What follows belongs to an exercise in optimizing a design on an open flow for small area; a production flow would make more cautious choices. RTL that was checked went through simulation tests only; none was proved equivalent to the original. For run 6, only the layout was checked, not whether the RTL still works. No driver is modelled on the clock port, so clocking that relies on it looks cheaper here than on a real chip. Power and IR drop assume default switching activity.

`design/flow/config.mk`:
```
export PLATFORM = sky130hd
export DESIGN_NAME = rv_core_top
export DESIGN_NICKNAME = rv_core_top
export VERILOG_FILES = /design/flow/design.v
export SDC_FILE = /design/flow/constraint.sdc
export NUM_CORES = 4
export LEC_CHECK = 0
export CAP_MARGIN = 20
export CORE_MARGIN = 2
export CORE_UTILIZATION = 40
export CTS_BUF_LIST = sky130_fd_sc_hd__clkbuf_4 sky130_fd_sc_hd__clkbuf_8 sky130_fd_sc_hd__clkbuf_16
export CTS_CLUSTER_DIAMETER = 100
export CTS_CLUSTER_SIZE = 30
export SLEW_MARGIN = 20
export SYNTH_HIERARCHICAL = 1
```
`design/flow/constraint.sdc`:
```
create_clock -name core_clock -period 8.0 [get_ports {clk}]
set_input_delay 1.6000 -clock core_clock [delete_from_list [all_inputs] [get_ports {clk}]]
set_output_delay 1.6000 -clock core_clock [all_outputs]
set_load 0.01 [all_outputs]
```
`design/flow/run.sh`:
```
#!/bin/bash
# synth_recipe.tcl (not shown) runs the flow's synth.tcl, then flattens the netlist and writes it again
# the make line also repeats each setting of config.mk as NAME=value (left out here)
make -C /OpenROAD-flow-scripts/flow DESIGN_CONFIG=/design/flow/config.mk WORK_HOME=/design/flow/orfs CLKGATE_MAP_FILE= SYNTH_SCRIPT=/design/flow/synth_recipe.tcl finish
```
`design/flow/design.v`:
```
`default_nettype none
`timescale 1ns/100ps
package rv_pkg;
    typedef logic [32-1:0] word_t;
    typedef logic [5-1:0] reg_addr_t;
    typedef enum logic [6:0] {
        OPC_OP_IMM = 7'b0010011,
        OPC_OP     = 7'b0110011
    } opcode_e;
    typedef enum logic [3:0] {
        ALU_ADD  = 4'd0,
        ALU_SLL  = 4'd1,
        ALU_XOR  = 4'd4,
        ALU_SRL  = 4'd5,
        ALU_OR   = 4'd6,
        ALU_AND  = 4'd7,
        ALU_NONE = 4'd8,
        ALU_SUB  = 4'd10,
        ALU_SRA  = 4'd11,
        ALU_SLT  = 4'd12,
        ALU_SLTU = 4'd14
    } alu_op_e;
endpackage
`default_nettype wire
`timescale 1ns/100ps
`default_nettype none
module alu_aoi22 (
    input  wire a1, a2, b1, b2,
    output wire y
);
    assign y = ~((a1 & a2) | (b1 & b2));
endmodule
module alu_oai22 (
    input  wire a1, a2, b1, b2,
    output wire y
);
    assign y = ~((a1 | a2) & (b1 | b2));
endmodule
module alu_ao221 (
    input  wire a1, a2, b1, b2, c,
    output wire y
);
    assign y = (a1 & a2) | (b1 & b2) | c;
endmodule
module alu_nand2 (
    input  wire a, b,
    output wire y
);
    assign y = ~(a & b);
endmodule
module alu_xor2 (
    input  wire a, b,
    output wire y
);
    assign y = a ^ b;
endmodule
module alu_y1 (
    input  wire p, g, c, kp, kc, kg,
    output wire y
);
    assign y = (p & kp) ^ ((c & kc) | (g & kg));
endmodule
module alu_pg (
    input  wire a, b, inv,
    output wire p, g
);
    wire x;
    assign x = b ^ inv;
    assign p = a ^ x;
    assign g = a & x;
endmodule
module alu_carry (
    input  wire [30:0] g,
    input  wire [30:0] p,
    input  wire        cin,
    output logic [31:0] c
);
    logic [31:0] gg [0:9];
    logic [31:0] pp [0:9];
    always_comb begin
        gg[0] = {1'b0, g};
        pp[0] = {1'b0, p};
        gg[0][0] = g[0] | (p[0] & cin);
        for (int l = 1; l <= 5; l++) begin
            gg[l] = gg[l-1];
            pp[l] = pp[l-1];
            for (int i = 0; i < 32; i++) begin
                if (((i + 1) % (1 << l)) == 0) begin
                    gg[l][i] = gg[l-1][i] | (pp[l-1][i] & gg[l-1][i - (1 << (l-1))]);
                    pp[l][i] = pp[l-1][i] & pp[l-1][i - (1 << (l-1))];
                end
            end
        end
        for (int l = 4; l >= 1; l--) begin
            gg[10-l] = gg[9-l];
            pp[10-l] = pp[9-l];
            for (int i = 0; i < 32; i++) begin
                if (i >= (1 << l) && ((i + 1) % (1 << l)) == (1 << (l-1))) begin
                    gg[10-l][i] = gg[9-l][i] | (pp[9-l][i] & gg[9-l][i - (1 << (l-1))]);
                    pp[10-l][i] = pp[9-l][i] & pp[9-l][i - (1 << (l-1))];
                end
            end
        end
        c = {gg[9][30:0], cin};
    end
endmodule
module alu_ctrl (
    input  wire [2:0] f3,
    input  wire       sub,
    output wire       do_sub,
    output wire       kp, kc, kg,
    output wire       ksr, ksl, klt
);
    assign do_sub = sub || (f3[2:1] == 2'b01);
    assign kp  = (f3 == 3'b000) || (f3 == 3'b100) || (f3 == 3'b110);
    assign kc  = (f3 == 3'b000);
    assign kg  = (f3 == 3'b110) || (f3 == 3'b111);
    assign ksr = (f3 == 3'b101);
    assign ksl = (f3 == 3'b001);
    assign klt = (f3[2:1] == 2'b01);
endmodule
module alu_bit0 (
    input  wire p31, c31, a31, uns,
    input  wire y1, sr0, sr31,
    input  wire ksr, ksl, klt,
    output wire y
);
    wire lt;
    assign lt = p31 ? !c31 : (a31 ^ uns);
    assign y  = y1 | (ksr & sr0) | (ksl & sr31) | (klt & lt);
endmodule
module alu_execute (
    input  wire  [2:0]  f3,
    input  wire         sub,
    input  wire         sra,
    input  wire  [31:0] a,
    input  wire  [31:0] b,
    output wire  [31:0] y
);
    wire        do_sub, kp, kc, kg, ksr, ksl, klt;
    wire [31:0] p;
    wire [31:0] g;
    wire [31:0] c;
    wire [31:0] y1;
    alu_ctrl u_ctrl (
        .f3 (f3), .sub (sub), .do_sub (do_sub),
        .kp (kp), .kc (kc), .kg (kg), .ksr (ksr), .ksl (ksl), .klt (klt)
    );
    for (genvar i = 0; i < 32; i++) begin : g_pg
        alu_pg u_pg (.a(a[i]), .b(b[i]), .inv(do_sub), .p(p[i]), .g(g[i]));
    end
    alu_carry u_carry (.g(g[30:0]), .p(p[30:0]), .cin(do_sub), .c(c));
    for (genvar i = 0; i < 32; i++) begin : g_al
        alu_y1 u_y1 (.p(p[i]), .g(g[i]), .c(c[i]), .kp(kp), .kc(kc), .kg(kg), .y(y1[i]));
    end
    wire [31:0] st [0:6];
    wire [5:0]  s;
    wire [5:0]  sn;
    wire        fill_t, fill_n;
    assign st[0]  = a;
    assign s      = {b[4:0], f3[2]};
    assign sn     = ~s;
    assign fill_t = sra && f3[2] && a[31];
    assign fill_n = !fill_t;
    for (genvar i = 0; i < 32; i++) begin : g_rev
        alu_oai22 u_r (.a1(sn[0]), .a2(st[0][i]), .b1(s[0]), .b2(st[0][31-i]), .y(st[1][i]));
    end
    for (genvar k = 0; k < 5; k++) begin : g_stage
        wire fill_k;
        assign fill_k = (k % 2 == 0) ? fill_n : fill_t;
        for (genvar i = 0; i < 32; i++) begin : g_b
            if (i + (1 << k) < 32) begin : g_in
                alu_oai22 u_m (.a1(sn[k+1]), .a2(st[k+1][i + (1 << k)]), .b1(s[k+1]), .b2(st[k+1][i]), .y(st[k+2][i]));
            end else begin : g_fill
                alu_oai22 u_m (.a1(sn[k+1]), .a2(fill_k), .b1(s[k+1]), .b2(st[k+1][i]), .y(st[k+2][i]));
            end
        end
    end
    alu_bit0 u_b0 (
        .p31 (p[31]), .c31 (c[31]), .a31 (a[31]), .uns (f3[0]),
        .y1 (y1[0]), .sr0 (st[6][0]), .sr31 (st[6][31]),
        .ksr (ksr), .ksl (ksl), .klt (klt), .y (y[0])
    );
    for (genvar i = 1; i < 32; i++) begin : g_y
        alu_ao221 u_y (.a1(ksr), .a2(st[6][i]), .b1(ksl), .b2(st[6][31-i]), .c(y1[i]), .y(y[i]));
    end
endmodule
`default_nettype wire
`timescale 1ns/100ps
`default_nettype none
module rf_aoi222 (
    input  wire a1, a2, b1, b2, c1, c2,
    output wire y
);
    assign y = ~((a1 & a2) | (b1 & b2) | (c1 & c2));
endmodule
module rf_nand4 (
    input  wire a, b, c, d,
    output wire y
);
    assign y = ~(a & b & c & d);
endmodule
module rf_nand2 (
    input  wire a, b,
    output wire y
);
    assign y = ~(a & b);
endmodule
module rf_or3 (
    input  wire a, b, c,
    output wire y
);
    assign y = a | b | c;
endmodule
module rf_rbit (
    input  wire [31:1] sel,
    input  wire [31:1] d,
    input  wire        xn,
    output wire        y
);
    wire [11:0] t;
    for (genvar k = 0; k < 10; k++) begin : g_t
        rf_aoi222 u_t (
            .a1 (sel[3*k+1]), .a2 (d[3*k+1]),
            .b1 (sel[3*k+2]), .b2 (d[3*k+2]),
            .c1 (sel[3*k+3]), .c2 (d[3*k+3]),
            .y  (t[k])
        );
    end
    rf_nand2 u_t10 (.a(sel[31]), .b(d[31]), .y(t[10]));
    assign t[11] = xn;
    wire [2:0] o;
    rf_nand4 u_o0 (.a(t[0]), .b(t[1]), .c(t[2]),  .d(t[3]),  .y(o[0]));
    rf_nand4 u_o1 (.a(t[4]), .b(t[5]), .c(t[6]),  .d(t[7]),  .y(o[1]));
    rf_nand4 u_o2 (.a(t[8]), .b(t[9]), .c(t[10]), .d(t[11]), .y(o[2]));
    rf_or3   u_y  (.a(o[0]), .b(o[1]), .c(o[2]), .y(y));
endmodule
module rf_sel (
    input  wire [3:0]  hi,
    input  wire [7:0]  lo,
    input  wire [31:1] valid,
    output wire [31:1] sel
);
    for (genvar i = 1; i < 32; i++) begin : g_s
        assign sel[i] = hi[i/8] && lo[i%8] && valid[i];
    end
endmodule
module reg_file (
    input  wire [3:0]      hi,
    input  wire [7:0]      lo,
    input  wire [31:1]     valid,
    input  wire [32*32-1:0] regs,    
    input  wire [31:0]     xn,
    output wire [31:0]     y
);
    wire [31:1] sel;
    rf_sel u_sel (.hi(hi), .lo(lo), .valid(valid), .sel(sel));
    for (genvar b = 0; b < 32; b++) begin : g_b
        wire [31:1] d;
        for (genvar i = 1; i < 32; i++) begin : g_d
            assign d[i] = regs[32*i + b];
        end
        rf_rbit u_bit (.sel(sel), .d(d), .xn(xn[b]), .y(y[b]));
    end
endmodule
`default_nettype wire
`timescale 1ns/100ps
`default_nettype none
module rv_core_top (
    input  wire                clk,
    input  wire                reset,
    input  wire rv_pkg::word_t instr,
    input  wire                instr_req,
    output logic               instr_ack,
    output logic               wb_valid,
    output rv_pkg::reg_addr_t  wb_rd,
    output rv_pkg::word_t      wb_data
);
    logic        accept;
    logic        supported;
    logic        exec1;
    logic        exec;
    logic [3:0]  ra_hi;
    logic [7:0]  ra_lo;
    logic [4:0]  ra_next;
    logic        ra_en;
    logic [11:0] ir_imm;
    logic [4:0]  ir_rs1;
    logic [2:0]  ir_f3;
    logic        ir_b30;
    logic [4:0]  ir_rd;
    logic        ir_op;
    logic [31:0] op_b;
    logic [31:0] regs [1:31];
    logic [31:1] valid;
    logic [32*32-1:0] regs_flat;
    logic [31:1] we;
    logic        use_imm;
    logic [31:0] imm_n;
    logic [31:0] bus;
    logic [31:0] result;
    assign accept    = instr_req && !instr_ack;
    assign supported = (instr[6:0] == 7'b0110011) || (instr[6:0] == 7'b0010011);
    always_ff @(posedge clk) begin
        if (reset) begin
            instr_ack <= 1'b0;
            exec1     <= 1'b0;
            exec      <= 1'b0;
        end else begin
            instr_ack <= instr_req;
            exec1     <= accept && supported;
            exec      <= exec1;
        end
    end
    assign ra_next = accept ? instr[24:20] : ir_rs1;
    assign ra_en   = accept ? instr[5] : 1'b1;
    always_ff @(posedge clk) begin
        for (int j = 0; j < 4; j++) begin
            ra_hi[j] <= ra_en && (ra_next[4:3] == 2'(j));
        end
        for (int j = 0; j < 8; j++) begin
            ra_lo[j] <= (ra_next[2:0] == 3'(j));
        end
    end
    always_ff @(posedge clk) begin
        ir_imm <= instr[31:20];
        ir_rs1 <= instr[19:15];
        op_b   <= bus;
    end
    always_ff @(posedge clk) begin
        if (accept) begin
            ir_f3  <= instr[14:12];
            ir_b30 <= instr[30];
            ir_rd  <= instr[11:7];
            ir_op  <= instr[5];
        end
    end
    always_comb begin
        for (int i = 1; i < 32; i++) begin
            we[i] = exec && (ir_rd == 5'(i));
        end
    end
    always_ff @(posedge clk) begin
        if (reset) begin
            valid <= '0;
        end else begin
            valid <= valid | we;
        end
    end
    for (genvar i = 1; i < 32; i++) begin : g_reg
        always_ff @(posedge clk) begin
            if (we[i]) begin
                regs[i] <= result;
            end
        end
    end
    always_comb begin
        regs_flat[31:0] = '0;
        for (int i = 1; i < 32; i++) begin
            regs_flat[32*i +: 32] = regs[i];
        end
    end
    assign use_imm = exec1 && !ir_op;
    assign imm_n   = ~({{20{ir_imm[11]}}, ir_imm} & {32{use_imm}});
    reg_file u_read (
        .hi    (ra_hi),
        .lo    (ra_lo),
        .valid (valid),
        .regs  (regs_flat),
        .xn    (imm_n),
        .y     (bus)
    );
    alu_execute u_alu (
        .f3  (ir_f3),
        .sub (ir_op && ir_b30 && (ir_f3 == 3'b000)),
        .sra (ir_b30),
        .a   (bus),
        .b   (op_b),
        .y   (result)
    );
    assign wb_valid = exec && (ir_rd != 5'd0);
    assign wb_rd    = ir_rd;
    assign wb_data  = result;
endmodule
`default_nettype wire
```
==> run notes, run 1 <==
The run finished with no timing, DRC or antenna violations. In the final routed layout, each cell accounts on average for 33.6 microns. By startpoint and endpoint, the worst setup path is classified as flop to primary output.

The post-placement setup slack is 0.531 ns, and the die width is 324 microns. The time the worst path needs with I/O delays and setup is 7.90 ns, and the fmax is 0.127 GHz. For the first-pass GRT wire length, the log shows 185 mm. The signed area change from the synthesized netlist to the final layout came out at 13.2%. Final hold analysis gives a worst-case slack of 0.471 ns.

For the number of placed instances, taps included, the log shows 3876. Entering global routing, the biggest net connects 40 pins. For the routed via count, the log shows 26088. Leaving out fill and tap cells, the most frequent cell in the layout is edfxtp_1. Data arrives at the worst endpoint at 6.30 ns. Dividing the detail-routed via count by the number of cells gives 6.60.

The final hold violation count came out at 0. The run gives 84.0 mm as the detailed placement HPWL. The static leakage came out at 0.0150 uW. Combinational logic burns 4.1% of the power.

TritonCTS built the clock tree. Setup violations remaining at the end of the flow were counted as 0. Global routing consumed, on the met3 layer, 5.56% of the routing resources.

The number of routed nets with antenna violations was 0; the clock latency on the worst-skew pair was 0.65 ns. The layer flagged by global routing as most heavily used is met2. The die covers 105000 sq um.

Summed over all nets, the switching power comes to 2010 uW. The tools report the part of the power in registers as 65.8%. The overall fraction of global-route tracks in use is 24.4%. The starting density of the core was 40.3%.

The total iterations of the first detailed-routing run was 7; the vertical die dimension was 324 microns. The clock tree root buffer cell was clkbuf_16. For the pin with the worst max-slew slack, the measured transition is 1.10 ns. The top cell types in the final layout, fill and taps aside, are edfxtp_1 (1002), a222oi_1 (320), o22ai_1 (192). The internal power of the cells totals 7570 uW. For this run, global-route usage on met1 was measured as 32.8%. The average instance in the mapped netlist occupies 17.8 sq um. After the last flow step, the layout net total stands at 2622. In this run the worst hold path is classified as flop to flop.

The worst-case IR drop observed on VDD is 0.142 mV. Terminus of the critical flop-to-flop path: regs[3][31]$_DFFE_PP_. The number of global-route vias before repair was 24784; the hold path depth was 1.

Between clock sinks in the finished design, the worst skew comes to 0.0463 ns. The longest clock path from root to sink contains 3 buffers. STA classifies the critical path startpoint as a flop.

For the gate count of the mapped netlist, the log shows 2302. The largest fanout on the critical path works out to 20. In this run the cell area measured after placement is 44900 sq um.

The routed design has 133 mm of wire. Fill cells in the final layout number 8677. Max-cap violations in this run came to 0. The worst register-to-register path begins at ra_hi[1]$_DFF_P_.

After floorplanning, the core was divided into 117 placement rows. The reg-to-reg setup timing slack came out at 2.25 ns. STA classifies the critical path endpoint as a primary output.

Summing all non-filler instances in the final layout gives an area of 46500 sq um. After global routing the overflow that remains totals 0. After floorplanning, the core was sized to cover 102000 sq um. Summing every instance area after synthesis gives 41000 sq um. Layout cell share with drive strength beyond 1: 13.9%. Counting the buffers created by CTS gives 44. The tools report the number of levels the H-tree was split into as 2. The clock network fraction of total power is 30.1%, and the share of the clock period used by the worst path is 98.8%.

Data on the critical path is required at its endpoint by 6.40 ns. Global routing consumed, on the met2 layer, 38.6% of the routing resources. Measured in cells, the most critical reg-to-reg path has a length of 16.

The logs give 4711 for the violation count after the first detailed-route iteration and 0 for the number of max-slew violations in the final report. The final weighted congestion in routability-driven placement is 1.01. Post-layout instance count excluding filler cells: 3954. The total nets after synthesis was 2369; the switching power as a share of total power was 21.0%. CTS saw 1097 sinks. The count of buffers added on input and output ports is 73. The worst relative slew slack was 26.4%; the worst setup margin was 0.0962 ns. Setup repair after global routing could not meet its margin everywhere. In the routed design, unresolved DRC markers number 0. In this run the count of I/O pins placed on the die edge is 74. The worst hold path begins at exec1$_SDFF_PP0_. Clock-pin slew was measured on the worst setup and hold paths at 0.11 ns. The number of antenna violations at the first check in global routing is 9. The path with the worst hold slack has its endpoint at exec$_SDFF_PP0_. For this run, the number of Yosys warnings is 12. The power density relative to cell area was 206 nW/um^2.
repair_timing:
item / 4_1_cts / 5_1_grt
hold buffers: 0 / 0
setup buffers: 0 / 1
endpoints found under the hold margin: 0 / 0
gates resized for setup: 10 / 25
setup endpoints to repair: 10 / 14
cloned: 0 / 0
pin swaps: 6 / 11
state kept, by name, summed over array words and instances, names as in the netlist, 3 cells and up:
signal / cells
regs: 992
op_b: 32
valid: 31
ir_imm: 12
ra_lo: 8
ir_rd: 5
ir_rs1: 5
ra_hi: 4
ir_f3: 3
metrics by stage:
stage,utilization (%),total power [uW],setup TNS (ns)
after detailed placement,44.2,6820,0
after global routing,45.7,9820,-0.0409
final,45.7,9580,0
after CTS,45.6,9620,0
after floorplan,-,6610,0
after global placement,44.1,6810,0
worst max-delay path by stage:
| stage | from | end | slack (ns) | cells past startpoint |
|---|---|---|---|---|
| detailed placement | ra_hi[1]$_DFF_P_ | wb_data[21] | 0.53 | 17 |
| global route | ra_hi[2]$_DFF_P_ | wb_data[30] | -0.04 | 16 |
| CTS | ra_hi[2]$_DFF_P_ | wb_data[30] | 0.004 | 17 |
| floorplan | ir_f3[2]$_DFFE_PN_ | wb_data[31] | 1.56 | 13 |
| global placement | ra_hi[1]$_DFF_P_ | wb_data[23] | 0.57 | 16 |
| finish | ra_hi[1]$_DFF_P_ | wb_data[31] | 0.1 | 16 |
power by group through the flow:
stage / Sequential (uW) / Combinational [uW] / Clock (uW)
floorplan: 6430 / 181 / 0
global placement: 6430 / 382 / 0
detailed placement: 6430 / 389 / 0
CTS: 6300 / 390 / 2930
global route: 6300 / 416 / 3100
finish: 6300 / 393 / 2880
worst max-delay path, stage by stage, from the launching register on:
cell	delay, ns
dfxtp_1	0.42
and3_2	0.40
buf_4	0.31
a222oi_1	0.52
nand4_1	0.52
or3_1	0.63
ha_1	0.37
nand2_1	0.08
o21ai_0	0.47
a31oi_1	0.15
o21ai_0	0.10
a41o_1	0.26
a31o_1	0.22
a22oi_2	0.07
xor2_1	0.17
a221o_2	0.41
clkdlybuf4s50_1	0.52
area by class of cell:
cell class / count / area, sq um / area share, %
clock inverter: 9 / 130 / 0.280
timing repair buffer: 224 / 2010 / 4.33
antenna: 2 / 5.00 / 0.0108
inverter: 19 / 78.8 / 0.170
tap: 1368 / 1710 / 3.68
clock buffer: 66 / 1280 / 2.76
multi-input combinational: 1169 / 9260 / 19.9
sequential: 1097 / 32000 / 68.8
per-layer routing:
layer | up-vias | wire (microns)
met1 | 13477 | 50800
met2 | 1634 | 61300
met4 | 2 | 5640
li1 | 10783 | -
met3 | 192 | 15100
met5 | - | 13
==> run 2: changes to the inputs <==
--- a/design/flow/config.mk
+++ b/design/flow/config.mk
@@ -9,3 +9,3 @@
 export CORE_MARGIN = 2
-export CORE_UTILIZATION = 40
+export CORE_UTILIZATION = 60
 export CTS_BUF_LIST = sky130_fd_sc_hd__clkbuf_4 sky130_fd_sc_hd__clkbuf_8 sky130_fd_sc_hd__clkbuf_16
@@ -13,2 +13,3 @@
 export CTS_CLUSTER_SIZE = 30
+export PLACE_DENSITY = 0.75
 export SLEW_MARGIN = 20
==> run 2 against run 1 <==
Compared with the run above: sequential share of layout area rose by 0.94 points; largest power group unchanged; critical endpoint unchanged; final cell count down 13%; worst setup slack worse by 0.031 ns; critical path depth unchanged; still clean; utilization rose by 22 points; largest cell class unchanged; global-route usage increased by 9.7 points.
==> run notes, run 2 <==
The flow ran to the end and the layout has no timing, DRC or antenna violations. The startpoint type of the worst setup path is a flop (unchanged). The busiest metal layer after global routing was met2 (unchanged). The net count of the finished layout was 2601 (was 2622); the setup total negative slack was 0 ns (unchanged). The run gives 0 (unchanged) as the number of max-slew violations in the final report.

The number of routed nets with antenna violations was 0 (unchanged); the number of global-route vias before repair was 24656 (was 24784). The run gives 41000 sq um (unchanged) as the cell area after technology mapping. Required time reported for the critical path endpoint: 6.40 ns (about the same). Overflow left after global routing: 0 (unchanged).

The via density per instance works out to 7.67 (was 6.60). The placement row count came out at 95 (was 117). The register name with the most flops is regs (unchanged).

The post-placement setup slack is 0.471 ns (was 0.531 ns). The mean instance size in the synthesized netlist was 17.8 sq um (unchanged); the area of the die was 70500 sq um (was 105000 sq um). TritonCTS built the clock tree. The tools report the worst supply voltage drop on vdd as 0.184 mV (was 0.142 mV). The run gives 3 (unchanged) as the number of buffers between clock root and the deepest sink. The class of the tightest hold or removal check is flop to flop (unchanged).

The run gives 9 (was 7) as the total iterations of the first detailed-routing run. The classification of the worst setup path is flop to primary output (unchanged). The number of max-cap violations was 0 (unchanged); the arrival time reported for the critical path endpoint was 6.34 ns (was 6.30 ns). The DRC violations left was 0 (unchanged). For the synthesis warning total, the log shows 12 (unchanged).

The tools report the largest clock skew in the final design as 0.0362 ns (was 0.0463 ns). The violation count after the first detailed-route iteration is 5759 (was 4711), and the time the worst path needs with I/O delays and setup is 7.94 ns (was 7.90 ns). The worst hold slack across all endpoints is 0.471 ns (about the same), and the vertical die dimension is 266 microns (was 324 microns). The power density relative to cell area is 208 nW/um^2 (was 206 nW/um^2).

The tools report the area taken by multi-input logic gates as 9180 sq um (was 9260 sq um). Setup repair after global routing left no endpoint under its margin. The hold path depth is 1 (unchanged), and the die width is 266 microns (was 324 microns).

The average wire length per cell after detail routing works out to 35.3 microns (was 33.6 microns). The run gives 60.9% (was 40.3%) as the starting density of the core. The detailed placement HPWL is 79.8 mm (was 84.0 mm), and the met3 usage is 6.20% (was 5.56%).

The total of fill cells in the finished design came out at 4288 (was 8677). The tools report the met1 track demand over resource in global routing as 47.8% (was 32.8%). Commonest cells after routing, fill and taps aside: edfxtp_1 (1002), a222oi_1 (320), o22ai_1 (192) (unchanged).

The signed area change from the synthesized netlist to the final layout is 11.7% (was 13.2%), and the overall fraction of global-route tracks in use is 34.1% (was 24.4%). The flip-flop count of the largest register after layout is 992 (unchanged), and the fmax is 0.126 GHz (was 0.127 GHz). The run gives 74 (unchanged) as the count of boundary I/O pins. The tools report the type of destination of the critical path as a primary output (unchanged). The post-CTS clock slew at the launch and capture registers of the worst setup and hold paths is 0.11 ns (about the same), and the standard cell core area is 67400 sq um (was 102000 sq um).

The count of clock tree sinks is 1097 (unchanged), and the number of clock buffers inserted by TritonCTS is 44 (unchanged). The share of the clock period used by the worst path was 99.2% (was 98.8%). The met2 track demand over resource in global routing was 52.4% (was 38.6%).

The total nets after synthesis was 2369 (unchanged). The run gives 40 (unchanged) as the pin count of the biggest net entering global routing. The clock tree root buffer cell was clkbuf_16 (unchanged). Most frequent standard cell in the layout excluding fill and tap cells: edfxtp_1 (unchanged). The number of port buffers was 73 (unchanged).

The combined flip-flop and latch cell area was 32000 sq um (about the same). The run gives 0.64 ns (was 0.65 ns) as the clock latency on the worst-skew pair. The final setup violation count is 0 (unchanged). The logs give 1.02 (was 1.01) for the final weighted congestion in routability-driven placement and 0 (unchanged) for the final hold violation count. The largest fanout on the critical path works out to 13 (was 20).

The routed via count was 26384 (was 26088); the worst relative slew slack was 29.2% (was 26.4%). The static leakage was 0.0149 uW (was 0.0150 uW). First-pass GRT wire length: 173 mm (was 185 mm). Largest registers: regs x992, op_b x32, valid x31 (unchanged). The worst-case reg-to-reg path depth works out to 16 (unchanged). Utilization after layout: 68.0% (was 45.7%). The layout cell share with drive strength beyond 1 is 12.5% (was 13.9%). The pin slew with the least headroom to its limit came out at 1.06 ns (was 1.10 ns).

The tools report the total routed wirelength as 121 mm (was 133 mm). The gate count of the mapped netlist is 2302 (unchanged), and the worst setup margin is 0.0648 ns (was 0.0962 ns). The logs give 2 (unchanged) for the number of levels the H-tree was split into and 4 (was 9) for the number of antenna violations at the first check in global routing.
run 2: final timing paths:
path,to,startpoint,slack [ns]
worst max-delay path,wb_data[31],ra_lo[3]$_DFF_P_,0.06
worst min-delay path,exec$_SDFF_PP0_,exec1$_SDFF_PP0_,0.47
worst max register to register,regs[24][31]$_DFFE_PP_,ra_lo[3]$_DFF_P_,2.24
worst min register to register,exec$_SDFF_PP0_,exec1$_SDFF_PP0_,0.47
run 2: critical path, cell delays in order (launching register included):
cell and delay, ns:
dfxtp_1 0.38, and3_2 0.33, buf_4 0.24, buf_4 0.21
a222oi_1 0.43, nand4_1 0.37, or3_1 0.53, ha_1 0.37
nand4_1 0.20, buf_4 0.21, o41ai_4 0.58, a41o_2 0.38
a31o_1 0.20, a22oi_2 0.07, xor2_1 0.19, a221o_2 0.44
clkdlybuf4s50_1 0.53
run 2: final cells by class:
type	count	area share, %
Sequential cell	1097	69.8
Multi-Input combinational cell	1169	20.0
Timing Repair Buffer	203	4.51
Clock buffer	69	2.89
Tap cell	873	2.38
Clock inverter	7	0.243
Inverter	19	0.172
Antenna cell	1	0.00546
run 2: report_power, final:
part,leakage [uW],switching (uW),internal [uW]
combinational,0.00421,284,110
clock,0.000719,1670,1190
sequential,0.0100,19.0,6280
total,0.0149,1970,7580
run 2: layer usage:
metal / wire, microns / part of all wire (%)
met1: 42900 / 35
met2: 55500 / 46
met3: 15700 / 13
met4: 7160 / 5.9
met5: 48 / 0.040
run 2: stage by stage:
step / cells / total power, uW / area (sq um)
after floorplan: 2302 / 6610 / 41000
after global placement: 3337 / 6810 / 43900
after detailed placement: 3354 / 6820 / 44300
after CTS: 3430 / 9540 / 45700
after global routing: 3437 / 9760 / 45800
final: 3438 / 9550 / 45800
run 2: what timing repair did:
action,4_1_cts,5_1_grt
endpoints found under the setup margin,2,19
pin swaps,0,9
resized for setup,3,19
buffers inserted,0,4
hold buffers,0,0
==> run 3: changes to the inputs <==
--- a/design/flow/design.v
+++ b/design/flow/design.v
@@ -67,5 +67,11 @@
     wire x;
-    assign x = b ^ inv;
-    assign p = a ^ x;
-    assign g = a & x;
+    alu_xor2 u_x (.a(b), .b(inv), .y(x));
+    alu_xor2 u_p (.a(a), .b(x), .y(p));
+    alu_and2 u_g (.a(a), .b(x), .y(g));
+endmodule
+module alu_and2 (
+    input  wire a, b,
+    output wire y
+);
+    assign y = a & b;
 endmodule
==> design/flow/flow/run.sh (new file) <==
#!/bin/bash
set -euo pipefail
cd "$(dirname "$0")/.."
export BUFFER_PORTS_ARGS="-buffer_cell sky130_fd_sc_hd__buf_2"
bash standard.sh > standard.log 2>&1
==> design/flow/standard.sh (new file) <==
#!/bin/bash
# synth_recipe.tcl (not shown) runs the flow's synth.tcl, then flattens the netlist and writes it again
# the make line also repeats each setting of config.mk as NAME=value (left out here)
make -C /OpenROAD-flow-scripts/flow DESIGN_CONFIG=/design/flow/config.mk WORK_HOME=/design/flow/orfs CLKGATE_MAP_FILE= SYNTH_SCRIPT=/design/flow/synth_recipe.tcl "${@:-finish}"
--- a/design/flow/config.mk
+++ b/design/flow/config.mk
@@ -14,2 +14,3 @@
 export PLACE_DENSITY = 0.75
+export SETUP_SLACK_MARGIN = 0.05
 export SLEW_MARGIN = 20
removed: design/flow/run.sh
==> run 3 against run 2 <==
Compared with the run above: maximum frequency rose by 2.2%; utilization fell by 1.2 points; combinational power fell by about 10%; routed wire length fell by 3.4%; critical path depth did not move; clock skew fell by 0.012 ns; clock power fell by 4%; sequential power barely moved; cell area fell by 1.6%; die area rose by 0.20%; synthesized cell count rose by 1.4%; critical path type unchanged; highest routed layer is now met4.
==> run notes, run 3 <==
The tools report the fmax as 0.129 GHz (was 0.126 GHz). Library cell appearing most often on the critical path: xor2_1 (was buf_4). The net count of the finished layout is 2596 (was 2601), and the mean instance size in the synthesized netlist is 17.6 sq um (was 17.8 sq um). The overall fraction of global-route tracks in use is 32.9% (was 34.1%), and the placement row count is 95 (unchanged).

The signed area change from the synthesized netlist to the final layout is 9.70% (was 11.7%), and the first-pass GRT wire length is 168 mm (was 173 mm). Share of the clock period used by the worst path: 97.1% (was 99.2%). The number of clock buffers inserted by TritonCTS came out at 42 (was 44).

The die width works out to 266 microns (about the same). The class of the tightest hold or removal check was flop to flop (unchanged). The run gives 70700 sq um (was 70500 sq um) as the area of the die. Static leakage: 0.0148 uW (was 0.0149 uW). The number of antenna violations at the first check in global routing came out at 1 (was 4). For the detailed placement HPWL, the log shows 73.8 mm (was 79.8 mm).

Cells along the critical path: and3_1, a222oi_1, nand4_1, or3_1, xor2_1, and2_1, a221oi_2, a211oi_1, or2_2, a21o_1, a31o_2, a22oi_2, xor2_1, a221o_1, buf_4, buf_2 (was and3_2, buf_4, buf_4, a222oi_1, nand4_1, or3_1, ha_1, nand4_1, buf_4, o41ai_4, a41o_2, a31o_1, a22oi_2, xor2_1, a221o_2, clkdlybuf4s50_1). The startpoint type of the worst setup path is a flop (unchanged). The critical path buffer and inverter count was 2 (was 4); the total of fill cells in the finished design was 4454 (was 4288). TritonCTS built the clock tree.

The logs give 1097 (unchanged) for the count of clock tree sinks and 0 (unchanged) for the number of max-slew violations in the final report. The family with the most delay on the worst path is simple AND/OR/NAND/NOR gates (was compound AO/OA/AOI/OAI gates). The tools report the type of destination of the critical path as a primary output (unchanged). The arrival time reported for the critical path endpoint is 6.17 ns (was 6.34 ns). The synthesis warning total is 12 (unchanged), and the vertical die dimension is 266 microns (about the same). The run gives 41 (was 40) as the pin count of the biggest net entering global routing.

For the routed via count, the log shows 26267 (was 26384). The gate count of the mapped netlist was 2335 (was 2302); the post-placement setup slack was 0.784 ns (was 0.471 ns). For the total iterations of the first detailed-routing run, the log shows 7 (was 9). The tools report the worst relative slew slack as 21.6% (was 29.2%). Largest registers: regs x992, op_b x32, valid x31 (unchanged).

The power density relative to cell area was 208 nW/um^2 (about the same); the required time reported for the critical path endpoint was 6.40 ns (about the same). The worst setup margin is 0.232 ns (was 0.0648 ns). The area taken by multi-input logic gates was 9240 sq um (was 9180 sq um).

The classification of the worst setup path is flop to primary output (unchanged). The logs give 0.931 (was 1.02) for the final weighted congestion in routability-driven placement and 32000 sq um (unchanged) for the combined flip-flop and latch cell area. The layout cell share with drive strength beyond 1 was 14.1% (was 12.5%). Clock tree root buffer cell: clkbuf_16 (unchanged). Largest clock skew in the final design: 0.0240 ns (was 0.0362 ns). Setup repair after global routing left no endpoint under its margin. The number of max-cap violations is 0 (unchanged). The cell at the slowest stage of the critical path is or3_1 (was o41ai_4).

The logs give 117 mm (was 121 mm) for the total routed wirelength and 74 (unchanged) for the count of boundary I/O pins. The total nets after synthesis is 2370 (was 2369). Register name with the most flops: regs (unchanged). The violation count after the first detailed-route iteration is 4850 (was 5759), and the delay of the slowest critical-path stage is 0.69 ns (was 0.58 ns). The number of routed nets with antenna violations was 0 (unchanged); the flip-flop count of the largest register after layout was 992 (unchanged).

The number of port buffers is 73 (unchanged). The run gives 24805 (was 24656) as the number of global-route vias before repair. The DRC violations left was 0 (unchanged). Final hold violation count: 0 (unchanged). The worst supply voltage drop on vdd came out at 0.220 mV (was 0.184 mV).

The flow ran to the end and the layout has no timing, DRC or antenna violations. The overflow left after global routing is 0 (unchanged). Number of levels the H-tree was split into: 2 (unchanged). The logs give 3 (unchanged) for the number of buffers between clock root and the deepest sink and 41100 sq um (was 41000 sq um) for the cell area after technology mapping. The post-CTS clock slew at the launch and capture registers of the worst setup and hold paths works out to 0.11 ns (about the same).

The starting density of the core was 60.9% (about the same). For the clock latency on the worst-skew pair, the log shows 0.63 ns (was 0.64 ns). The final setup violation count came out at 0 (unchanged). The tools report the standard cell core area as 67500 sq um (was 67400 sq um).

The via density per instance came out at 7.58 (was 7.67). The average wire length per cell after detail routing came out at 33.8 microns (was 35.3 microns). Commonest cells after routing, fill and taps aside: edfxtp_1 (1002), a222oi_1 (320), o22ai_1 (192) (unchanged). The time the worst path needs with I/O delays and setup is 7.77 ns (was 7.94 ns). The pin slew with the least headroom to its limit was 1.18 ns (was 1.06 ns).

The most frequent standard cell in the layout excluding fill and tap cells is edfxtp_1 (unchanged). The largest fanout on the critical path is 32 (was 13). Setup total negative slack: 0 ns (unchanged).
run 3: per-layer routing:
metal | GRT usage (%) | up-vias | part of all wire (%)
met2 | 52.7 | 2166 | 47
met5 | 0 | - | 0
met4 | 16.6 | 0 | 6.2
met1 | 44.3 | 13025 | 34
li1 | - | 10781 | -
met3 | 5.50 | 295 | 12
run 3: report_power, final:
part	switching (uW)	total [uW]	internal [uW]	leakage [uW]
Sequential	15.9	6300	6280	0.0100
Clock	1610	2750	1140	0.000672
Combinational	269	354	85.4	0.00417
run 3: layout make-up:
type	instances	share of cell area (%)
diodes	4	0.0222
clock buffers	68	2.88
clock inverters	2	0.0444
inverters	16	0.150
multi-input cells	1205	20.5
flip-flops and latches	1097	70.9
well taps	873	2.42
repair buffers	199	3.11
run 3: final timing paths:
kind | start | endpoint | slack, ns | depth (start not counted)
min reg2reg | exec1$_SDFF_PP0_ | exec$_SDFF_PP0_ | 0.48 | 1
min | exec1$_SDFF_PP0_ | exec$_SDFF_PP0_ | 0.48 | 1
max reg2reg | ra_hi[1]$_DFF_P_ | regs[20][27]$_DFFE_PP_ | 2.18 | 16
max | ra_hi[1]$_DFF_P_ | wb_data[11] | 0.23 | 16
run 3: what timing repair did:
item,4_1_cts,5_1_grt
hold buffers,0,0
setup endpoints to repair,1,3
gates resized for setup,1,4
buffers inserted,0,0
run 3: through the flow:
step / total power (uW) / util (%) / cells / hold slack (ns) / cell area, sq um
3_5_place_dp: 6780 / 64.8 / 3388 / 0.449 / 43700
3_3_place_gp: 6760 / 64.6 / 3383 / 0.441 / 43600
5_1_grt: 9620 / 66.8 / 3462 / 0.494 / 45100
4_1_cts: 9410 / 66.7 / 3458 / 0.477 / 45100
2_1_floorplan: 6610 / - / 2335 / 0.430 / 41100
6_report: 9400 / 66.8 / 3464 / 0.478 / 45100
==> run 4: changes to the inputs <==
--- a/design/flow/design.v
+++ b/design/flow/design.v
@@ -60,3 +60,14 @@
 );
-    assign y = (p & kp) ^ ((c & kc) | (g & kg));
+    wire pn, cn, gn, m;
+    alu_nand2 u_pn (.a(p), .b(kp), .y(pn));
+    alu_nand2 u_cn (.a(c), .b(kc), .y(cn));
+    alu_nand2 u_gn (.a(g), .b(kg), .y(gn));
+    alu_nand2 u_m  (.a(cn), .b(gn), .y(m));
+    alu_xnor2 u_y  (.a(pn), .b(m), .y(y));
+endmodule
+module alu_xnor2 (
+    input  wire a, b,
+    output wire y
+);
+    assign y = ~(a ^ b);
 endmodule
==> design/flow/flow/run.sh (replaced) <==
#!/bin/bash
set -euo pipefail
cd "$(dirname "$0")/.."
export BUFFER_PORTS_ARGS="-buffer_cell sky130_fd_sc_hd__buf_2"
export CTS_ARGS="-sink_clustering_enable -repair_clock_nets -sink_clustering_size 30 -sink_clustering_max_diameter 100 -buf_list {sky130_fd_sc_hd__clkbuf_4 sky130_fd_sc_hd__clkbuf_8 sky130_fd_sc_hd__clkbuf_16} -dont_use_dummy_load"
bash standard.sh > standard.log 2>&1
==> run 4 against run 3 <==
Compared with the run above: still clean; routed wire length is 1.9% higher; clock skew increased by 0.060 ns; register-to-register slack got worse by 0.19 ns; final cell count increased by 0.89%; via count up 1.1%; die area decreased by 0.10%; cell area shrank 0.21%.
==> run notes, run 4 <==
The share of the clock period used by the worst path is 98.0% (was 97.1%). The violation count after the first detailed-route iteration was 5366 (was 4850); the average wire length per cell after detail routing was 34.2 microns (was 33.8 microns). The count of boundary I/O pins was 74 (unchanged); the number of port buffers was 73 (unchanged).

For the required time reported for the critical path endpoint, the log shows 6.40 ns (about the same). For the total power of the final layout, the log shows 9200 uW (was 9400 uW). The end of the worst hold path is valid[13]$_SDFF_PP0_ (was exec$_SDFF_PP0_). The classification of the worst setup path was flop to primary output (unchanged). The run gives 0.474 ns (was 0.478 ns) as the worst hold slack across all endpoints. The logs give 0 (unchanged) for the final hold violation count and 24553 (was 24805) for the number of global-route vias before repair. TritonCTS built the clock tree. The area of the die was 70600 sq um (was 70700 sq um). For the net count of the finished layout, the log shows 2655 (was 2596). The logs give 95 (unchanged) for the placement row count and 3 (unchanged) for the number of buffers between clock root and the deepest sink. The setup total negative slack is 0 ns (unchanged).

The launch instance of the worst register-to-register path is ra_hi[2]$_DFF_P_ (was ra_hi[1]$_DFF_P_). The fmax came out at 0.128 GHz (was 0.129 GHz). The layout cell share with drive strength beyond 1 was 11.5% (was 14.1%); the number of routed nets with antenna violations was 0 (unchanged). The run finished with no timing, DRC or antenna violations.

The largest fanout on the critical path was 32 (unchanged); the number of max-slew violations in the final report was 0 (unchanged). The overflow left after global routing came out at 0 (unchanged). Largest registers: regs x992, op_b x32, valid x31 (unchanged). The count of clock tree sinks was 1097 (unchanged). The post-CTS clock slew at the launch and capture registers of the worst setup and hold paths came out at 0.11 ns (about the same). The tools report the largest clock skew in the final design as 0.0844 ns (was 0.0240 ns). The power density relative to cell area was 204 nW/um^2 (was 208 nW/um^2); the flip-flop count of the largest register after layout was 992 (unchanged). The final setup violation count is 0 (unchanged), and the total nets after synthesis is 2433 (was 2370). The reg-to-reg setup timing slack is 1.99 ns (was 2.18 ns), and the cell area after technology mapping is 41100 sq um (about the same). The type of destination of the critical path is a primary output (unchanged). The logs give 33.4% (was 32.9%) for the overall fraction of global-route tracks in use and 76.1 mm (was 73.8 mm) for the detailed placement HPWL. The clock tree root buffer cell was clkbuf_16 (unchanged).

The tools report the starting density of the core as 60.9% (about the same). The class of the tightest hold or removal check was flop to flop (unchanged). The worst supply voltage drop on vdd is 0.170 mV (was 0.220 mV). The total iterations of the first detailed-routing run is 8 (was 7). Routed via count: 26553 (was 26267). The register name with the most flops is regs (unchanged). The run gives 6.24 ns (was 6.17 ns) as the arrival time reported for the critical path endpoint. The via density per instance is 7.60 (was 7.58), and the total routed wirelength is 119 mm (was 117 mm). Commonest cells after routing, fill and taps aside: edfxtp_1 (1002), a222oi_1 (320), o22ai_1 (192) (unchanged). The gate count of the mapped netlist is 2398 (was 2335), and the clock latency on the worst-skew pair is 0.64 ns (was 0.63 ns). Vertical die dimension: 266 microns (about the same). Setup repair after global routing left no endpoint under its margin. The worst-case reg-to-reg path depth was 17 (was 16). The final weighted congestion in routability-driven placement is 1.01 (was 0.931). The terminus of the critical flop-to-flop path is regs[22][23]$_DFFE_PP_ (was regs[20][27]$_DFFE_PP_).

The number of antenna violations at the first check in global routing is 4 (was 1). Total of fill cells in the finished design: 4454 (unchanged). The run gives 0 (unchanged) as the DRC violations left.

The startpoint type of the worst setup path is a flop (unchanged). The worst relative slew slack was 24.0% (was 21.6%). The time the worst path needs with I/O delays and setup is 7.84 ns (was 7.77 ns), and the number of clock buffers inserted by TritonCTS is 43 (was 42). The tools report the startpoint of the tightest hold check path as valid[13]$_SDFF_PP0_ (was exec1$_SDFF_PP0_). The first-pass GRT wire length is 169 mm (was 168 mm), and the die width is 266 microns (about the same). The standard cell core area is 67500 sq um (unchanged), and the number of levels the H-tree was split into is 2 (unchanged). The number of max-cap violations was 0 (unchanged); the pin slew with the least headroom to its limit was 1.14 ns (was 1.18 ns). The static leakage is 0.0150 uW (was 0.0148 uW). The signed area change from the synthesized netlist to the final layout works out to 9.59% (was 9.70%). The most frequent standard cell in the layout excluding fill and tap cells is edfxtp_1 (unchanged).

Synthesis warning total: 12 (unchanged). The hold path depth was 2 (was 1); the pin count of the biggest net entering global routing was 41 (unchanged). The mean instance size in the synthesized netlist works out to 17.1 sq um (was 17.6 sq um).
## run 4: metal layers
metal  vias up  share of wire [%]  track usage [%]
li1      10886                  -                -
met1     13071                 35             46.7
met2      2310                 46             51.7
met3       280                 14             7.12
met4         6                5.0             13.8
met5         -              0.041                0
## run 4: power breakdown
group	total [uW]	switching, uW	leakage (uW)	internal, uW
sequential	6300	18.1	0.0100	6280
clock	2530	1560	0.000530	972
combinational	367	281	0.00446	85.9
total	9200	1860	0.0150	7340
## run 4: per-stage QoR
stage               cell area (sq um)  setup WS [ns]  util, %  std cells
global placement                43500          0.886     64.4       3429
detailed placement              43800          0.951     64.8       3440
finish                          45000          0.164     66.7       3495
global route                    45000         0.0625     66.7       3491
floorplan                       41100           1.68        -       2398
CTS                             44800          0.289     66.4       3483
## run 4: cell type report
cell class | instances | area, sq um | share of cell area (%)
clock buffer | 43 | 1080 | 2.39
inverter | 19 | 78.8 | 0.175
timing repair buffer | 194 | 1590 | 3.53
multi-input combinational | 1265 | 9190 | 20.4
antenna | 4 | 10.0 | 0.0222
tap | 873 | 1090 | 2.43
sequential | 1097 | 32000 | 71.1
## run 4: repair_timing
item,in CTS,in global routing
hold buffers,0,0
resized for setup,0,3
endpoints found under the setup margin,0,2
setup buffers,0,0
## run 4: critical path: stages, from the launching register on
cell	delay, ns
dfxtp_1	0.42
and3_1	0.41
buf_4	0.31
a222oi_1	0.42
nand4_1	0.32
or3_1	0.66
xor2_1	0.24
a21oi_1	0.26
inv_1	0.10
nand3_1	0.10
a31oi_1	0.18
a211o_2	0.41
a31o_2	0.28
a21o_1	0.17
nand2_1	0.06
nand2_1	0.06
xnor2_1	0.33
a221o_1	0.19
buf_4	0.38
buf_2	0.22
## run 4: worst max path at each step
stage | start | to | depth (start not counted)
floorplan | ir_f3[2]$_DFFE_PN_ | wb_data[31] | 14
global placement | ra_hi[2]$_DFF_P_ | wb_data[28] | 16
detailed placement | ra_hi[1]$_DFF_P_ | wb_data[28] | 19
CTS | ra_hi[1]$_DFF_P_ | wb_data[28] | 17
global route | ra_hi[1]$_DFF_P_ | wb_data[15] | 19
finish | ra_hi[1]$_DFF_P_ | wb_data[15] | 19
==> run 5: changes to the inputs <==
==> design/flow/flow/run.sh (replaced) <==
#!/bin/bash
set -euo pipefail
cd "$(dirname "$0")/.."
export BUFFER_PORTS_ARGS="-buffer_cell sky130_fd_sc_hd__buf_1"
export CTS_ARGS="-sink_clustering_enable -repair_clock_nets -sink_clustering_size 30 -sink_clustering_max_diameter 100 -buf_list {sky130_fd_sc_hd__clkbuf_4 sky130_fd_sc_hd__clkbuf_8 sky130_fd_sc_hd__clkbuf_16} -dont_use_dummy_load"
bash standard.sh > standard.log 2>&1
==> run 5 against run 4 <==
Compared with the run above: still clean on timing, DRC and antenna; clock skew is 0.024 ns higher; synthesized area did not move; clock power hardly changed; synthesized cell count stayed put; combinational power fell by 3%; clock-buffer cell count unchanged; critical path type unchanged; largest power group unchanged.
==> run notes, run 5 <==
The run finished with no timing, DRC or antenna violations. Hold path depth: 2 (unchanged). The total of fill cells in the finished design is 4449 (was 4454), and the flip-flop count of the largest register after layout is 992 (unchanged).

The tools report the number of antenna violations at the first check in global routing as 8 (was 4). The run gives 0.108 ns (was 0.0844 ns) as the largest clock skew in the final design. The end of the worst hold path was valid[31]$_SDFF_PP0_ (was valid[13]$_SDFF_PP0_). Count of clock tree sinks: 1097 (unchanged). TritonCTS built the clock tree.

The static leakage is 0.0147 uW (was 0.0150 uW), and the area taken by multi-input logic gates is 9180 sq um (was 9190 sq um). The register name with the most flops was regs (unchanged). The run gives 12 (unchanged) as the synthesis warning total.

The vertical die dimension works out to 266 microns (unchanged). The number of port buffers came out at 73 (unchanged). The number of routed nets with antenna violations is 0 (unchanged).

Setup repair after global routing left no endpoint under its margin. The tools report the pin count of the biggest net entering global routing as 35 (was 41). The class of the tightest hold or removal check was flop to flop (unchanged).

The number of levels the H-tree was split into is 2 (unchanged). Startpoint type of the worst setup path: a flop (unchanged). Largest registers: regs x992, op_b x32, valid x31 (unchanged). For the worst supply voltage drop on vdd, the log shows 0.211 mV (was 0.170 mV). Classification of the worst setup path: flop to primary output (unchanged). For the detailed-routing wirelength on met1, the log shows 40.8 mm (was 41.6 mm).

The post-CTS clock slew at the launch and capture registers of the worst setup and hold paths works out to 0.11 ns (about the same). The pin slew with the least headroom to its limit is 1.13 ns (was 1.14 ns). The tools report the worst relative slew slack as 24.8% (was 24.0%).

The logs give 95 (unchanged) for the placement row count and 60.9% (unchanged) for the starting density of the core. The signed area change from the synthesized netlist to the final layout is 9.45% (was 9.59%). The power density relative to cell area works out to 204 nW/um^2 (about the same). The logs give 70600 sq um (unchanged) for the area of the die and 0.130 GHz (was 0.128 GHz) for the fmax. The largest fanout on the critical path is 32 (unchanged).

The run gives 0 (unchanged) as the number of max-cap violations. The tools report the type of destination of the critical path as a primary output (unchanged). The post-CTS setup buffer count came out at 0 (unchanged). The time the worst path needs with I/O delays and setup works out to 7.72 ns (was 7.84 ns). The setup total negative slack came out at 0 ns (unchanged). The share of the clock period used by the worst path works out to 96.5% (was 98.0%). Total routed wirelength: 118 mm (was 119 mm). The highest metal layer with signal wires is met5 (unchanged).

The reg-to-reg setup timing slack is 2.10 ns (was 1.99 ns), and the final weighted congestion in routability-driven placement is 1.00 (was 1.01). The tools report the met3 wire length as 16.0 mm (was 17.1 mm). The tools report the final hold violation count as 0 (unchanged). The number of buffers between clock root and the deepest sink was 3 (unchanged).

The number of global-route vias before repair came out at 24720 (was 24553). Overflow left after global routing: 0 (unchanged). The net count of the finished layout is 2647 (was 2655), and the total of hold buffers inserted after clock tree synthesis is 0 (unchanged).

The clock latency on the worst-skew pair was 0.63 ns (was 0.64 ns); the DRC violations left was 0 (unchanged). The number of max-slew violations in the final report is 0 (unchanged), and the first-pass GRT wire length is 169 mm (about the same). Commonest cells after routing, fill and taps aside: edfxtp_1 (1002), a222oi_1 (320), o22ai_1 (192) (unchanged). The run gives 6.12 ns (was 6.24 ns) as the arrival time reported for the critical path endpoint. The met2 wirelength from detailed routing was 55.0 mm (was 54.7 mm). The standard cell core area is 67500 sq um (unchanged), and the number of gates resized after CTS is 0 (unchanged). The die width is 266 microns (unchanged), and the final setup violation count is 0 (unchanged).

Count of boundary I/O pins: 74 (unchanged). The tools report the clock tree root buffer cell as clkbuf_16 (unchanged). The logs give 75.7 mm (was 76.1 mm) for the detailed placement HPWL and 10 (was 8) for the total iterations of the first detailed-routing run.

The average wire length per cell after detail routing is 33.9 microns (was 34.2 microns), and the combined flip-flop and latch cell area is 32000 sq um (unchanged). The overall fraction of global-route tracks in use came out at 33.2% (was 33.4%). The startpoint of the tightest hold check path was valid[31]$_SDFF_PP0_ (was valid[13]$_SDFF_PP0_).

Most frequent standard cell in the layout excluding fill and tap cells: edfxtp_1 (unchanged). The tools report the number of clock buffers inserted by TritonCTS as 43 (unchanged). The routed via count was 26622 (was 26553).

The mean instance size in the synthesized netlist was 17.1 sq um (unchanged). The total nets after synthesis was 2433 (unchanged). The via density per instance is 7.64 (was 7.60), and the violation count after the first detailed-route iteration is 5674 (was 5366). Launch instance of the worst register-to-register path: ra_hi[0]$_DFF_P_ (was ra_hi[2]$_DFF_P_). The layout cell share with drive strength beyond 1 is 8.35% (was 11.5%), and the required time reported for the critical path endpoint is 6.40 ns (about the same). Worst-case reg-to-reg path depth: 17 (unchanged). The gate count of the mapped netlist is 2398 (unchanged). The terminus of the critical flop-to-flop path was regs[16][31]$_DFFE_PP_ (was regs[22][23]$_DFFE_PP_).

The total power of the final layout was 9190 uW (was 9200 uW); the cell area after technology mapping was 41100 sq um (unchanged).
==> run 5: report_power, final <==
part	switching (uW)	leakage [uW]	total (uW)	internal, uW
registers	18.7	0.0100	6300	6280
logic	275	0.00421	355	79.8
clock network	1560	0.000530	2530	971
==> run 5: critical path: stages (launching register included) <==
cell and delay [ns]:
dfxtp_1 0.39, and3_1 0.50, buf_4 0.38, a222oi_1 0.48, nand4_1 0.35, or3_1 0.55
xor2_1 0.38, nand2_1 0.08, o21ai_0 0.53, a221oi_2 0.19, o41ai_4 0.13, a41o_1 0.36
a21o_1 0.15, nand2_1 0.06, nand2_1 0.11, xnor2_1 0.12, a221o_1 0.14, buf_4 0.36
buf_1 0.20
==> run 5: worst max path at each step <==
stage / from / end / slack (ns) / cells past startpoint
floorplan: ir_f3[2]$_DFFE_PN_ / wb_data[31] / 1.68 / 14
global placement: ra_hi[1]$_DFF_P_ / wb_data[30] / 1.11 / 18
detailed placement: ra_hi[1]$_DFF_P_ / wb_data[30] / 1.14 / 18
CTS: ra_hi[0]$_DFF_P_ / wb_data[30] / 0.44 / 18
global route: ra_hi[0]$_DFF_P_ / wb_data[30] / 0.10 / 18
finish: ra_hi[0]$_DFF_P_ / wb_data[30] / 0.28 / 18
==> run 5: final cells by class <==
cell class,count,area share [%]
sequential,1097,71.1
multi-input combinational,1265,20.4
timing repair buffer,186,3.44
tap,873,2.43
clock buffer,43,2.39
inverter,19,0.175
antenna,3,0.0167
==> run 5: per-stage QoR <==
stage	util, %	setup WS (ns)	hold WS, ns	cell area [sq um]	cells
detailed placement	64.7	1.14	0.449	43700	3432
global placement	64.1	1.11	0.441	43300	3414
floorplan	-	1.68	0.430	41100	2398
finish	66.6	0.279	0.478	45000	3486
CTS	66.3	0.440	0.475	44800	3475
global route	66.6	0.103	0.510	45000	3483
==> run 5: metal layers <==
layer / GRT usage, % / up-vias
met1: 46.5 / 13106
li1: - / 10878
met3: 5.74 / 287
met2: 52.1 / 2345
met5: 0 / -
met4: 14.1 / 6
==> run 6: changes to the inputs <==
--- a/design/flow/design.v
+++ b/design/flow/design.v
@@ -60,14 +60,3 @@
 );
-    wire pn, cn, gn, m;
-    alu_nand2 u_pn (.a(p), .b(kp), .y(pn));
-    alu_nand2 u_cn (.a(c), .b(kc), .y(cn));
-    alu_nand2 u_gn (.a(g), .b(kg), .y(gn));
-    alu_nand2 u_m  (.a(cn), .b(gn), .y(m));
-    alu_xnor2 u_y  (.a(pn), .b(m), .y(y));
-endmodule
-module alu_xnor2 (
-    input  wire a, b,
-    output wire y
-);
-    assign y = ~(a ^ b);
+    assign y = (p & kp) ^ ((c & kc) | (g & kg));
 endmodule
@@ -78,11 +67,5 @@
     wire x;
-    alu_xor2 u_x (.a(b), .b(inv), .y(x));
-    alu_xor2 u_p (.a(a), .b(x), .y(p));
-    alu_and2 u_g (.a(a), .b(x), .y(g));
-endmodule
-module alu_and2 (
-    input  wire a, b,
-    output wire y
-);
-    assign y = a & b;
+    assign x = b ^ inv;
+    assign p = a ^ x;
+    assign g = a & x;
 endmodule
@@ -303,9 +286,7 @@
     logic        ra_en;
-    logic [11:0] ir_imm;
-    logic [4:0]  ir_rs1;
+    logic [11:0] ir_hi;
     logic [2:0]  ir_f3;
-    logic        ir_b30;
     logic [4:0]  ir_rd;
     logic        ir_op;
-    logic [31:0] op_b;
+    logic [31:0] op_a;
     logic [31:0] regs [1:31];
@@ -331,4 +312,4 @@
     end
-    assign ra_next = accept ? instr[24:20] : ir_rs1;
-    assign ra_en   = accept ? instr[5] : 1'b1;
+    assign ra_next = accept ? instr[19:15] : ir_hi[4:0];
+    assign ra_en   = accept || ir_op;
     always_ff @(posedge clk) begin
@@ -342,5 +323,3 @@
     always_ff @(posedge clk) begin
-        ir_imm <= instr[31:20];
-        ir_rs1 <= instr[19:15];
-        op_b   <= bus;
+        op_a <= bus;
     end
@@ -348,6 +327,6 @@
         if (accept) begin
-            ir_f3  <= instr[14:12];
-            ir_b30 <= instr[30];
-            ir_rd  <= instr[11:7];
-            ir_op  <= instr[5];
+            ir_hi <= instr[31:20];
+            ir_f3 <= instr[14:12];
+            ir_rd <= instr[11:7];
+            ir_op <= instr[5];
         end
@@ -379,4 +358,4 @@
     end
-    assign use_imm = exec1 && !ir_op;
-    assign imm_n   = ~({{20{ir_imm[11]}}, ir_imm} & {32{use_imm}});
+    assign use_imm = exec && !ir_op;
+    assign imm_n   = ~({{20{ir_hi[11]}}, ir_hi} & {32{use_imm}});
     reg_file u_read (
@@ -391,6 +370,6 @@
         .f3  (ir_f3),
-        .sub (ir_op && ir_b30 && (ir_f3 == 3'b000)),
-        .sra (ir_b30),
-        .a   (bus),
-        .b   (op_b),
+        .sub (ir_op && ir_hi[10] && (ir_f3 == 3'b000)),
+        .sra (ir_hi[10]),
+        .a   (op_a),
+        .b   (bus),
         .y   (result)
==> design/flow/run.sh (new file) <==
#!/bin/bash
# synth_recipe.tcl (not shown) runs the flow's synth.tcl, then flattens the netlist and writes it again
# the make line also repeats each setting of config.mk as NAME=value (left out here)
make -C /OpenROAD-flow-scripts/flow DESIGN_CONFIG=/design/flow/config.mk WORK_HOME=/design/flow/orfs CLKGATE_MAP_FILE= SYNTH_SCRIPT=/design/flow/synth_recipe.tcl finish
--- a/design/flow/config.mk
+++ b/design/flow/config.mk
@@ -9,8 +9,4 @@
 export CORE_MARGIN = 2
-export CORE_UTILIZATION = 60
+export CORE_UTILIZATION = 40
 export CTS_BUF_LIST = sky130_fd_sc_hd__clkbuf_4 sky130_fd_sc_hd__clkbuf_8 sky130_fd_sc_hd__clkbuf_16
-export CTS_CLUSTER_DIAMETER = 100
-export CTS_CLUSTER_SIZE = 30
-export PLACE_DENSITY = 0.75
-export SETUP_SLACK_MARGIN = 0.05
 export SLEW_MARGIN = 20
removed: design/flow/flow/run.sh
removed: design/flow/standard.sh
==> run 6 against run 5 <==
Compared with the run above: still clean; clock skew down 0.068 ns; final cell count up 17%; via count shrank 1.0%; critical endpoint is now wb_data[11].
==> run notes, run 6 <==
The flow ran to the end and the layout has no timing, DRC or antenna violations. The number of routed nets with antenna violations is 0 (unchanged), and the post-CTS clock slew at the launch and capture registers of the worst setup and hold paths is 0.06 ns (was 0.11 ns). The pin count of the biggest net entering global routing is 40 (was 35). The tools report the post-layout instance count excluding filler cells as 4069 (was 3486).

The number of antenna violations at the first check in global routing is 11 (was 8). TritonCTS built the clock tree. The met2 track demand over resource in global routing came out at 38.0% (was 52.1%). The signed area change from the synthesized netlist to the final layout was 18.8% (was 9.45%); the pin slew with the least headroom to its limit was 1.15 ns (was 1.13 ns). The post-placement setup slack is 0.498 ns (was 1.14 ns), and the vertical die dimension is 324 microns (was 266 microns). The DRC violations left is 0 (unchanged). The logs give 102000 sq um (was 67500 sq um) for the standard cell core area and 117 (was 95) for the placement row count. The logs give 105000 sq um (was 70600 sq um) for the area of the die and 10 (unchanged) for the total iterations of the first detailed-routing run. The largest clock skew in the final design is 0.0403 ns (was 0.108 ns), and the met1 track demand over resource in global routing is 33.5% (was 46.5%). Commonest cells after routing, fill and taps aside: edfxtp_1 (1013), a222oi_1 (320), o22ai_1 (192) (was edfxtp_1 (1002), a222oi_1 (320), o22ai_1 (192)). The number of clock buffers inserted by TritonCTS was 108 (was 43); the violation count after the first detailed-route iteration was 4611 (was 5674). The worst relative slew slack was 23.0% (was 24.8%). The worst supply voltage drop on vdd is 0.184 mV (was 0.211 mV), and the required time reported for the critical path endpoint is 6.40 ns (about the same). The met3 usage was 4.56% (was 5.74%). Static leakage: 0.0160 uW (was 0.0147 uW).

Cells along the critical path: and3_2, buf_4, a222oi_1, nand4_1, or3_4, xor2_1, ha_1, a21oi_1, o21ai_2, a21oi_2, o21ai_0, a21o_1, a31o_2, a22oi_2, xor2_1, a221o_1, buf_4, clkdlybuf4s50_1 (was and3_1, buf_4, a222oi_1, nand4_1, or3_1, xor2_1, nand2_1, o21ai_0, a221oi_2, o41ai_4, a41o_1, a21o_1, nand2_1, nand2_1, xnor2_1, a221o_1, buf_4, buf_1). The logs give 6.29 ns (was 6.12 ns) for the arrival time reported for the critical path endpoint and 0 (unchanged) for the final setup violation count. The number of buffers between clock root and the deepest sink was 3 (unchanged).

The setup total negative slack is 0 ns (unchanged), and the mean instance size in the synthesized netlist is 17.9 sq um (was 17.1 sq um). The flip-flop count of the largest register after layout came out at 992 (unchanged). Largest fanout on the critical path: 13 (was 32). The delay of the slowest critical-path stage is 0.61 ns (was 0.55 ns). Setup repair after global routing could not meet its margin everywhere.

The worst setup margin came out at 0.108 ns (was 0.279 ns). The type of destination of the critical path was a primary output (unchanged). The run gives 0 (unchanged) as the number of max-slew violations in the final report. Number of port buffers: 73 (unchanged). Fmax: 0.127 GHz (was 0.130 GHz).

The area taken by multi-input logic gates was 9220 sq um (was 9180 sq um). The class of the tightest hold or removal check is flop to flop (unchanged). The routed via count is 26344 (was 26622). The clock tree root buffer cell was clkbuf_16 (unchanged).

The busiest metal layer after global routing is met2 (unchanged). The number of levels the H-tree was split into was 3 (was 2); the final hold violation count was 0 (unchanged). Gate count of the mapped netlist: 2296 (was 2398). Startpoint type of the worst setup path: a flop (unchanged). The number of placed instances, taps included came out at 3848 (was 3432).

The count of clock tree sinks came out at 1091 (was 1097). For the cell area reported after detailed placement, the log shows 44800 sq um (was 43700 sq um). The logs give 0.962 (was 1.00) for the final weighted congestion in routability-driven placement and 0 (unchanged) for the overflow left after global routing. Largest registers: regs x992, op_a x32, valid x31 (was regs x992, op_b x32, valid x31). For the combined flip-flop and latch cell area, the log shows 32000 sq um (about the same). The layout cell share with drive strength beyond 1 is 16.7% (was 8.35%), and the die width is 324 microns (was 266 microns). For the detailed placement HPWL, the log shows 83.8 mm (was 75.7 mm). The time the worst path needs with I/O delays and setup is 7.89 ns (was 7.72 ns). Total of fill cells in the finished design: 8477 (was 4449). The tools report the overall fraction of global-route tracks in use as 24.1% (was 33.2%). The run gives 24748 (was 24720) as the number of global-route vias before repair.

The classification of the worst setup path is flop to primary output (unchanged). For the final standard cell area without fillers, the log shows 48800 sq um (was 45000 sq um). The share of the clock period used by the worst path is 98.7% (was 96.5%). The register name with the most flops was regs (unchanged). For the net count of the finished layout, the log shows 2669 (was 2647). The power density relative to cell area is 242 nW/um^2 (was 204 nW/um^2), and the synthesis warning total is 12 (unchanged). The total routed wirelength is 128 mm (was 118 mm), and the average wire length per cell after detail routing is 31.4 microns (was 33.9 microns).

The cell area after technology mapping is 41000 sq um (was 41100 sq um), and the count of boundary I/O pins is 74 (unchanged). The most frequent standard cell in the layout excluding fill and tap cells was edfxtp_1 (unchanged). For the starting density of the core, the log shows 40.3% (was 60.9%).

The tools report the number of max-cap violations as 0 (unchanged). The via density per instance was 6.47 (was 7.64); the first-pass GRT wire length was 181 mm (was 169 mm). The total nets after synthesis is 2363 (was 2433).

The cell at the slowest stage of the critical path is a222oi_1 (was or3_1). The clock latency on the worst-skew pair was 0.71 ns (was 0.63 ns).
==> run 6: power by group <==
part           switching, uW  internal, uW  total (uW)
clock network           2140          2960        5100
logic                    296           115         411
registers               18.3          6270        6290
total                   2460          9340       11800
==> run 6: final timing paths <==
| path | to | slack, ns | cells past startpoint | start |
|---|---|---|---|---|
| setup / recovery | wb_data[11] | 0.11 | 18 | ra_hi[1]$_DFF_P_ |
| hold / removal | valid[3]$_SDFF_PP0_ | 0.46 | 2 | valid[3]$_SDFF_PP0_ |
| setup reg to reg | regs[15][31]$_DFFE_PP_ | 2.24 | 17 | ra_hi[1]$_DFF_P_ |
| hold reg to reg | valid[3]$_SDFF_PP0_ | 0.46 | 2 | valid[3]$_SDFF_PP0_ |
==> run 6: through the flow <==
step | total power, uW | utilization (%) | hold WS [ns]
after CTS | 11900 | 47.6 | 0.468
final | 11800 | 47.9 | 0.463
after detailed placement | 6810 | 44.0 | 0.451
after global placement | 6800 | 43.8 | 0.441
after floorplan | 6580 | - | 0.414
after global routing | 12100 | 47.9 | 0.492
==> run 6: critical path, delay by kind of cell, from the launching register on <==
| family | cells | cell delay, ns |
|---|---|---|
| XOR/XNOR | 2 | 0.38 |
| buffers and inverters | 3 | 0.99 |
| adder cells (fa/ha/maj) | 1 | 0.36 |
| flip-flops | 1 | 0.38 |
| AO/OA/AOI/OAI | 9 | 2.36 |
| AND/OR/NAND/NOR | 3 | 1.10 |
==> run 6: final cells by class <==
cell class              count  area share [%]
diodes                      7          0.0359
clock buffers             145            6.26
clock inverters            57            1.22
inverters                  21           0.169
multi-input cells        1167            18.9
flip-flops and latches   1091            65.6
well taps                1368            3.51
repair buffers            212            4.28
repair inverters            1          0.0154
==> run 6: metal layers <==
metal / part of all wire [%] / up-vias
met1: 39 / 13496
li1: - / 10983
met3: 11 / 209
met5: 0.013 / -
met2: 47 / 1652
met4: 3.3 / 4
==> run 6: repair_timing <==
action	CTS	global route
setup buffers	0	7
setup endpoints to repair	21	29
gates resized for setup	21	32
pin swaps	6	20
cloned	0	1
hold buffers	0	0

static timing again, ports no longer ideal:
The flow's constraints put no driver on any port. The routed layouts listed below were extracted and timed again, unchanged, in two steps.
Step 1, drivers: a clkbuf_16 drives clk and a buf_2 each remaining input, both assumed.
Step 2, shift: input delay + t, output delay - t, t = (earliest + latest rising clock arrival at the registers) / 2. This alone moves slack from input paths to output paths.
a / b / c = ideal / step 1 / step 2; a / b = the first two.
run	shift t [ns]	setup WS [ns]	slew at the worst register clock pin (ns)
run 1	0.690	0.096 / 0.029 / 0.719	0.12 / 0.12
run 2	0.687	0.065 / 0.003 / 0.690	0.12 / 0.12
run 3	0.680	0.232 / 0.168 / 0.848	0.12 / 0.12
run 4	0.667	0.164 / 0.099 / 0.766	0.12 / 0.12
run 5	0.649	0.279 / 0.210 / 0.859	0.11 / 0.11
run 6	0.750	0.108 / 0.043 / 0.793	0.06 / 0.06
After both steps every run listed still meets setup and hold.
